Source: an optimization exercise on an open RTL-to-GDS flow (aim: small area). Production flows keep margins and buffers that such runs may drop.
Only simulation tests tie the RTL to the original design; equivalence was not proved.
Power and IR drop assume default switching activity.

==> flow/design.v <==
package scope_pkg;
    typedef enum logic [2:0] {
        ST_FILL    = 3'd0,
        ST_ARMED   = 3'd1,
        ST_POST    = 3'd2,
        ST_READOUT = 3'd3,
        ST_DONE    = 3'd4
    } cap_state_e;
    localparam logic [63:0] HEADER_WORD = {64{1'b1}};
endpackage
module capture_ram #(
    parameter int DATA_W = 12,
    parameter int DEPTH  = 256,
    parameter int CW     = 3,
    localparam int RL    = 1 << CW,
    localparam int NR    = DEPTH / RL
) (
    input  logic              clk_i,
    input  logic              rst_i,
    input  logic [CW-1:0]     col_i,       
    input  logic              push_i,      
    input  logic              pop_i,       
    input  logic [DATA_W-1:0] wr_data_i,
    output logic [DATA_W-1:0] rd_data_o    
);
    logic [CW-1:0]        ph_q;
    logic                 pol_q;
    logic [RL-1:1]        pend_q;
    logic [DATA_W-1:0]    ws_q [1:RL-1];
    logic [RL*DATA_W-1:0] ring_q [NR];
    logic [DATA_W-1:0]    ring_out [NR];
    logic          req, now, shift;
    logic [CW-1:0] ld;
    assign req   = push_i || pop_i;
    assign ld    = ph_q - col_i;
    assign now   = req && (ld == '0);
    assign shift = now || pend_q[RL-1];
    always_ff @(posedge clk_i) begin
        if (rst_i) begin
            ph_q   <= '0;
            pol_q  <= 1'b0;
            pend_q <= '0;
        end else begin
            ph_q <= ph_q + CW'(1);
            if (&ph_q) pol_q <= !pol_q;
            pend_q[1] <= req && (ld == CW'(1));
            for (int i = 2; i < RL; i++) pend_q[i] <= (req && ld == CW'(i)) || pend_q[i-1];
        end
    end
    always_ff @(posedge clk_i) begin
        ws_q[1] <= wr_data_i;
        for (int i = 2; i < RL; i++) begin
            if (req && ld == CW'(i)) ws_q[i] <= wr_data_i;
            else                     ws_q[i] <= ws_q[i-1];
        end
    end
    logic [DATA_W-1:0] ring_in;
    assign ring_in = (now ? wr_data_i : ws_q[RL-1]) ^ {DATA_W{pol_q}};
    for (genvar r = 0; r < NR; r++) begin : g_ring
        assign ring_out[r] = ring_q[r][RL*DATA_W-1 -: DATA_W];
        always_ff @(posedge clk_i) begin
            ring_q[r] <= {ring_q[r][(RL-1)*DATA_W-1:0],
                          ~(shift ? ((r == 0) ? ring_in : ring_out[(r + NR - 1) % NR]) : ring_out[r])};
        end
    end
    logic [CW-1:0] rd_sel;
    logic          rd_inv;
    assign rd_sel    = ph_q - CW'(1) - col_i;
    assign rd_inv    = pol_q ^ (ph_q > rd_sel);
    assign rd_data_o = ring_q[NR-1][rd_sel*DATA_W +: DATA_W] ^ {DATA_W{rd_inv}};
endmodule
module capture_buffer #(
    parameter int DATA_W   = 12,
    parameter int DEPTH    = 256,
    parameter int PRE_TRIG = 64
) (
    input  logic              i_clk,
    input  logic              i_RESET,
    input  logic              i_response_valid,
    input  logic [DATA_W-1:0] i_sample_data,
    input  logic              i_trigger,
    output logic [DATA_W-1:0] o_data,
    output logic              o_valid,
    output logic              o_last,
    input  logic              i_ready,
    output logic              o_TRANSFER_DONE,
    output logic              o_armed
);
    localparam int AW = $clog2(DEPTH);
    localparam int CW = 3;
    localparam logic [AW-1:0] PRE_LAST = AW'(PRE_TRIG - 1);
    localparam logic [AW-1:0] ALL_LAST = AW'(DEPTH - 1);
    scope_pkg::cap_state_e state_q, state_d;
    logic [AW-1:0]     cnt_q, cnt_d;
    logic [CW-1:0]     col_q;
    logic              o_valid_q, o_valid_d;
    logic              push, pop;
    capture_ram #(.DATA_W(DATA_W), .DEPTH(DEPTH), .CW(CW)) u_ram (
        .clk_i     (i_clk),
        .rst_i     (i_RESET),
        .col_i     (col_q),
        .push_i    (push),
        .pop_i     (pop),
        .wr_data_i (i_sample_data),
        .rd_data_o (o_data)
    );
    always_ff @(posedge i_clk) begin
        if (i_RESET) begin
            state_q   <= scope_pkg::ST_FILL;
            cnt_q     <= '0;
            col_q     <= '0;
            o_valid_q <= 1'b0;
        end else begin
            state_q   <= state_d;
            cnt_q     <= cnt_d;
            o_valid_q <= o_valid_d;
            if (push || pop) col_q <= col_q + CW'(1);
        end
    end
    assign pop = o_valid_q && i_ready;
    always_comb begin
        state_d   = state_q;
        cnt_d     = cnt_q;
        o_valid_d = o_valid_q;
        push      = 1'b0;
        case (state_q)
            scope_pkg::ST_FILL: begin
                if (i_response_valid) begin
                    push  = 1'b1;
                    cnt_d = cnt_q + AW'(1);
                    if (cnt_q == PRE_LAST) state_d = scope_pkg::ST_ARMED;
                end
            end
            scope_pkg::ST_ARMED: begin
                push = i_response_valid;
                if (i_trigger) begin
                    if (i_response_valid) cnt_d = cnt_q + AW'(1);
                    state_d = scope_pkg::ST_POST;
                end
            end
            scope_pkg::ST_POST: begin
                if (i_response_valid) begin
                    push  = 1'b1;
                    cnt_d = cnt_q + AW'(1);
                    if (cnt_q == ALL_LAST) state_d = scope_pkg::ST_READOUT;
                end
            end
            scope_pkg::ST_READOUT: begin
                o_valid_d = 1'b1;
                if (pop) begin
                    cnt_d = cnt_q + AW'(1);
                    if (cnt_q == ALL_LAST) begin
                        o_valid_d = 1'b0;
                        state_d   = scope_pkg::ST_DONE;
                    end
                end
            end
            scope_pkg::ST_DONE: begin
                state_d = scope_pkg::ST_FILL;
            end
            default: state_d = scope_pkg::ST_FILL;
        endcase
    end
    assign o_valid = o_valid_q;
    assign o_last  = o_valid_q && (cnt_q == ALL_LAST);
    assign o_TRANSFER_DONE = (state_q == scope_pkg::ST_DONE);
    assign o_armed         = (state_q == scope_pkg::ST_ARMED);
endmodule
clock: 10.0 ns
lec_check: 0
cap_margin: 20
core_margin: 2
core_utilization: 65
cts_buf_list: sky130_fd_sc_hd__clkbuf_8
cts_cluster_diameter: 60
cts_cluster_size: 20
slew_margin: 20
standard.sh (not shown) runs the stock make flow with config.mk's settings and CLKGATE_MAP_FILE= SYNTH_SCRIPT=/design/flow/synth_recipe.tcl, a recipe that flattens the netlist after the stock synthesis.
==> flow/flow/run.sh <==
#!/bin/bash
# Standard layout (the standard.sh, unchanged synthesis) with two changes:
# clock tree synthesis without dummy loads, and the smallest buffer on the ports.
set -euo pipefail
export CTS_ARGS="-sink_clustering_enable -repair_clock_nets -dont_use_dummy_load -buf_list sky130_fd_sc_hd__clkbuf_8 -sink_clustering_size 20 -sink_clustering_max_diameter 60"
export BUFFER_PORTS_ARGS="-buffer_cell sky130_fd_sc_hd__buf_1"
bash standard.sh > standard.log 2>&1
Edit:
--- a/flow/design.v
+++ b/flow/design.v
@@ -18,5 +18,4 @@
     input  logic              clk_i,
     input  logic              rst_i,
-    input  logic [CW-1:0]     col_i,       
     input  logic              push_i,      
     input  logic              pop_i,       
@@ -25,25 +24,30 @@
 );
     logic [CW-1:0]        ph_q;
+    logic [CW-1:0]        lag_q;
     logic                 pol_q;
     logic [RL-1:1]        pend_q;
+    logic                 wait_n_q;    
     logic [DATA_W-1:0]    ws_q [1:RL-1];
     logic [RL*DATA_W-1:0] ring_q [NR];
     logic [DATA_W-1:0]    ring_out [NR];
-    logic          req, now, shift;
-    logic [CW-1:0] ld;
+    logic req, now, shift, hold;
     assign req   = push_i || pop_i;
-    assign ld    = ph_q - col_i;
-    assign now   = req && (ld == '0);
+    assign now   = req && (lag_q == '0);
     assign shift = now || pend_q[RL-1];
+    assign hold  = !now && wait_n_q;      
     always_ff @(posedge clk_i) begin
         if (rst_i) begin
-            ph_q   <= '0;
-            pol_q  <= 1'b0;
-            pend_q <= '0;
+            ph_q     <= '0;
+            lag_q    <= '0;
+            pol_q    <= 1'b0;
+            pend_q   <= '0;
+            wait_n_q <= 1'b1;
         end else begin
             ph_q <= ph_q + CW'(1);
+            if (!req) lag_q <= lag_q + CW'(1);
             if (&ph_q) pol_q <= !pol_q;
-            pend_q[1] <= req && (ld == CW'(1));
-            for (int i = 2; i < RL; i++) pend_q[i] <= (req && ld == CW'(i)) || pend_q[i-1];
+            pend_q[1] <= req && (lag_q == CW'(1));
+            for (int i = 2; i < RL; i++) pend_q[i] <= (req && lag_q == CW'(i)) || pend_q[i-1];
+            wait_n_q <= !((req && lag_q == CW'(RL-1)) || pend_q[RL-2]);
         end
     end
@@ -51,6 +55,6 @@
         ws_q[1] <= wr_data_i;
         for (int i = 2; i < RL; i++) begin
-            if (req && ld == CW'(i)) ws_q[i] <= wr_data_i;
-            else                     ws_q[i] <= ws_q[i-1];
+            if (req && lag_q == CW'(i)) ws_q[i] <= wr_data_i;
+            else                        ws_q[i] <= ws_q[i-1];
         end
     end
@@ -61,10 +65,11 @@
         always_ff @(posedge clk_i) begin
             ring_q[r] <= {ring_q[r][(RL-1)*DATA_W-1:0],
-                          ~(shift ? ((r == 0) ? ring_in : ring_out[(r + NR - 1) % NR]) : ring_out[r])};
+                          ~(({DATA_W{shift}} | ring_out[r]) &
+                            ({DATA_W{hold}} | ((r == 0) ? ring_in : ring_out[(r + NR - 1) % NR])))};
         end
     end
     logic [CW-1:0] rd_sel;
     logic          rd_inv;
-    assign rd_sel    = ph_q - CW'(1) - col_i;
+    assign rd_sel    = lag_q - CW'(1);
     assign rd_inv    = pol_q ^ (ph_q > rd_sel);
     assign rd_data_o = ring_q[NR-1][rd_sel*DATA_W +: DATA_W] ^ {DATA_W{rd_inv}};
@@ -93,5 +98,4 @@
     scope_pkg::cap_state_e state_q, state_d;
     logic [AW-1:0]     cnt_q, cnt_d;
-    logic [CW-1:0]     col_q;
     logic              o_valid_q, o_valid_d;
     logic              push, pop;
@@ -99,5 +103,4 @@
         .clk_i     (i_clk),
         .rst_i     (i_RESET),
-        .col_i     (col_q),
         .push_i    (push),
         .pop_i     (pop),
@@ -109,5 +112,4 @@
             state_q   <= scope_pkg::ST_FILL;
             cnt_q     <= '0;
-            col_q     <= '0;
             o_valid_q <= 1'b0;
         end else begin
@@ -115,5 +117,4 @@
             cnt_q     <= cnt_d;
             o_valid_q <= o_valid_d;
-            if (push || pop) col_q <= col_q + CW'(1);
         end
     end
After rerunning: The changed run completed with no timing, DRC or antenna violations. Setup slack got worse by 0.45 ns. Maximum frequency decreases by 6.6%. Final area came out lower by 2.2%. Global-route usage rises by 0.83 points. Final cell count decreases by 1.1%. Non-clock buffer count is unchanged. Sequential share of layout area goes up by 2.0 points. Routed wire length is higher by 4.7%. Core utilization went up by 0.28 points. Critical path depth goes down by 4. Synthesized area is lower by 2.0%. Count of clock-buffer cells in the layout drops by 1. Clock skew is lower by 0.019 ns. Total power increases by 27%.

[afterwards: timing with drivers on the ports]
Ports are ideal in the flow. The routed layouts listed here were re-timed in OpenROAD.
Step 1, drivers: a clkbuf_16 drives i_clk and a buf_2 each remaining input, both assumed.
Step 2 also shifts input and output timing later by t, the mid clock arrival at the registers, as if the neighbouring blocks saw the same clock.
a / b / c = ideal ports / drivers / drivers and shift; a / b = the first two.
run	t, ns	setup slack, ns	worst hold slack (ns)	worst setup path after step 2	worst data-port slew with drivers (ns)
the first run	0.879	3.552 / 3.493 / 4.372	0.308 / 0.308 / 0.308	register to output	0.04
the second run	0.899	3.098 / 3.035 / 3.934	0.301 / 0.301 / 0.301	register to output	0.03
After both steps setup and hold are still met in every run listed.
